This is an optimization exercise on Yosys and OpenROAD, whose aim is small area, a short achievable clock period and few clock cycles per item, not a production implementation.
RTL that was checked went through simulation tests only; none was proved equivalent to the original.
Power and IR drop assume default switching activity.

// lc4_pipe_top
module lc4_pipe_top (
    input  logic        gwe,
    input  logic        i_rst,
    output logic [15:0] o_pc,
    input  logic [15:0] i_insn,
    output logic [15:0] o_dmem_addr,
    output logic        o_dmem_we,
    output logic [15:0] o_dmem_wdata,
    input  logic [15:0] i_dmem_rdata,
    output logic        o_wb_valid,
    output logic [15:0] o_wb_pc,
    output logic [15:0] o_wb_insn,
    output logic        o_wb_we,
    output logic [2:0]  o_wb_rd,
    output logic [15:0] o_wb_data
);
Size in the first run: roughly 2300 cells after synthesis, about 310 flip-flops.
clock: 9.0 ns
lec_check: 0
cap_margin: 20
core_margin: 2
core_utilization: 40
setup_slack_margin: 5
slew_margin: 20
tns_end_percent: 0
run.sh (not shown) runs the stock make flow with config.mk's settings and CLKGATE_MAP_FILE= SYNTH_SCRIPT=/design/flow/synth_recipe.tcl, a recipe that flattens the netlist after the stock synthesis.
==> next run, changes <==
--- a/flow/design.v
+++ b/flow/design.v
@@ -384,13 +384,13 @@
     output logic [2:0]  o_wb_rd,
     output logic [15:0] o_wb_data
 );
     logic        stall;
     logic [15:0] pc;
     logic        x_valid;
-    logic [15:0] x_insn, xa, xb;                 
+    logic [15:0] x_insn, xa, xb;
     logic        x_am, x_aw, x_bm, x_bw;       
     logic        x_sub, x_imm, x_imm_s;        
     logic        x_ssum;                       
     logic        m_valid, m_we, m_ld, m_st, m_mul, m_ph, m_busy, m_sbyp;
     logic [15:0] m_insn, m_res, m_b;
     logic        w_valid, w_we;
@@ -429,82 +429,73 @@
     assign op_shift = (op == 4'b1010);
     assign x_we  = op_arith ? (x_insn[5] || !(x_insn[4] && x_insn[3])) :
                    op_shift ? !(x_insn[5] && x_insn[4]) :
                    (op_logic || op_ldr || op == 4'b1001 || op == 4'b1101);
     assign x_fwd = x_valid && x_we && !op_ldr;
     assign x_mul = op_arith && x_insn[5:3] == 3'b001;
-    logic [15:0] a, b, opbx;
-    logic        f_sub, f_am, f_bm;
-    assign f_sub = f_arith && i_insn[5:3] == 3'b010;
-    assign f_am  = x_fwd && x_insn[11:9] == f_a_idx;
-    assign f_bm  = x_fwd && x_insn[11:9] == f_b_idx;
+    logic [15:0] a, b;
     always_ff @(posedge gwe) begin
         if (i_rst) begin
             pc      <= 16'h8200;
             x_valid <= 1'b0;
         end else if (!stall) begin
             pc      <= pc + 16'd1;
             x_valid <= 1'b1;
         end
     end
     always_ff @(posedge gwe) begin
         if (m_busy) begin
             xa   <= a;
-            xb   <= opbx;
+            xb   <= b;
             x_aw <= 1'b0;
             x_bw <= 1'b0;
         end else if (stall) begin
             xa   <= a;
-            xb   <= opbx;
+            xb   <= b;
             x_am <= 1'b0;
             x_bm <= 1'b0;
             x_aw <= x_am;
             x_bw <= x_bm;
         end else begin
             x_insn  <= i_insn;
             xa      <= f_a;
-            xb      <= f_b ^ {16{f_sub}};
-            x_am    <= f_uses_a && f_am;
-            x_bm    <= f_uses_b && f_bm;
-            x_aw    <= f_uses_a && !f_am && m_valid && m_we && m_insn[11:9] == f_a_idx;
-            x_bw    <= f_uses_b && !f_bm && m_valid && m_we && m_insn[11:9] == f_b_idx;
-            x_sub   <= f_sub;
+            xb      <= f_b;
+            x_am    <= f_uses_a && x_fwd && x_insn[11:9] == f_a_idx;
+            x_bm    <= f_uses_b && x_fwd && x_insn[11:9] == f_b_idx;
+            x_aw    <= f_uses_a && m_valid && m_we && m_insn[11:9] == f_a_idx;
+            x_bw    <= f_uses_b && m_valid && m_we && m_insn[11:9] == f_b_idx;
+            x_sub   <= f_arith && i_insn[5:3] == 3'b010;
             x_imm   <= (f_arith && i_insn[5]) || f_op == 4'b0110 || f_str;
             x_imm_s <= (f_op == 4'b0110 || f_str) ? i_insn[5] : i_insn[4];
             x_ssum  <= (f_arith && i_insn[5:3] != 3'b001) || f_op == 4'b0110 || f_str;
         end
     end
     assign o_pc = pc;
-    logic [15:0] sx;
-    logic        x_ar, x_br;
-    assign x_ar = !(x_am || x_aw);
-    assign x_br = !(x_bm || x_bw);
-    assign sx   = {16{x_sub}};
-    assign a    = ({16{x_am}} & m_res) | ({16{x_aw}} & w_data) | ({16{x_ar}} & xa);
-    assign b    = ({16{x_bm}} & m_res) | ({16{x_bw}} & w_data) | ({16{x_br}} & xb);
-    assign opbx = ({16{x_bm}} & (m_res ^ sx)) | ({16{x_bw}} & (w_data ^ sx)) | ({16{x_br}} & xb);
+    assign a = x_am ? m_res : x_aw ? w_data : xa;
+    assign b = x_bm ? m_res : x_bw ? w_data : xb;
     assign m_busy = m_mul && !m_ph;
     assign stall  = m_mul && (!m_ph || x_am || x_bm);
     logic [15:0] imm5, imm9, opb, sum;
     logic [16:0] sum17;
     assign imm5  = {{11{x_insn[4]}}, x_insn[4:0]};
     assign imm9  = {{7{x_insn[8]}}, x_insn[8:0]};
-    assign opb   = x_imm ? {{11{x_imm_s}}, x_insn[4:0]} : opbx;
+    assign opb   = x_imm ? {{11{x_imm_s}}, x_insn[4:0]} : x_sub ? ~b : b;
     assign sum17 = {a, 1'b1} + {opb, x_sub};
     assign sum   = sum17[16:1];
     logic [15:0] sh_in, sh_r, sh_out;
     logic        sh_left;
     assign sh_left = !x_insn[5] && !x_insn[4];
     always_comb begin
         for (int i = 0; i < 16; i++) sh_in[i] = sh_left ? a[15-i] : a[i];
     end
     assign sh_r = 16'($signed({x_insn[4] & a[15], sh_in}) >>> x_insn[3:0]);
     always_comb begin
         for (int i = 0; i < 16; i++) sh_out[i] = sh_left ? sh_r[15-i] : sh_r[i];
     end
-    logic [15:0] oth;
+    logic [15:0] res, oth;
+    assign res = x_ssum ? sum : oth;
     always_comb begin
         case (op)
             4'b0001: oth = a;
             4'b0101: begin
                 if (x_insn[5]) oth = a & imm5;
                 else case (x_insn[4:3])
@@ -540,13 +531,13 @@
         if (!stall) begin
             m_insn <= x_insn;
             m_we   <= x_we;
             m_ld   <= op_ldr;
             m_sbyp <= op_str && m_valid && m_ld && m_insn[11:9] == x_insn[11:9];
         end
-        m_res <= (x_ssum && !m_busy) ? sum : m_busy ? mt_r0 : oth;
+        m_res <= m_busy ? mt_r0 : res;
         m_b   <= m_busy ? mt_r1 : b;
     end
     lc4_mul16 u_mul (.a(m_res), .b(m_b), .r0(mt_r0), .r1(mt_r1));
     assign o_dmem_addr  = m_res;
     assign o_dmem_we    = m_st;
     assign o_dmem_wdata = m_sbyp ? w_data : m_b;
After rerunning:
- combinational power drops by 9.1%
- global-route usage hardly moves
- total power went down by 4.4%
- clock-buffer cell count goes down by 1
- utilization went up by 0.18 points
- die area went down by 2.5%
- synthesized area is lower by 2.6%
- setup slack improves by 0.080 ns
- cell area is lower by 2.0%
Testbench counts after the change, summed over its fixed seeds: cycles 16,936, instructions 16,000.
For the first run of this note, only the layout was checked, not whether the RTL still works.

separate check: timing with driven ports:
How much do the figures lean on ideal ports? The routed layouts below were timed once more, with nothing changed but the port constraints. Step 1, drivers: a clkbuf_16 drives gwe and a buf_2 each remaining input, both assumed. Step 2, shift: input delay + t, output delay - t, t = (earliest + latest rising clock arrival at the registers) / 2. This alone moves slack from input paths to output paths. Slacks: ideal ports / drivers / drivers and shift; pairs: ideal ports / drivers.
run | t (ns) | slack for setup (ns) | worst register clock-pin slew, ns | pins driven straight from the clock port
the first run | 0.606 | 4.894 / 4.894 / 4.413 | 0.07 / 0.07 | 1
the second run | 0.603 | 4.974 / 4.946 / 4.403 | 0.07 / 0.07 | 1
After both steps every run listed still meets setup and hold. The setup slack of the second run, which loses most, moves by -0.028 ns with the drivers and by -0.571 ns with both steps.
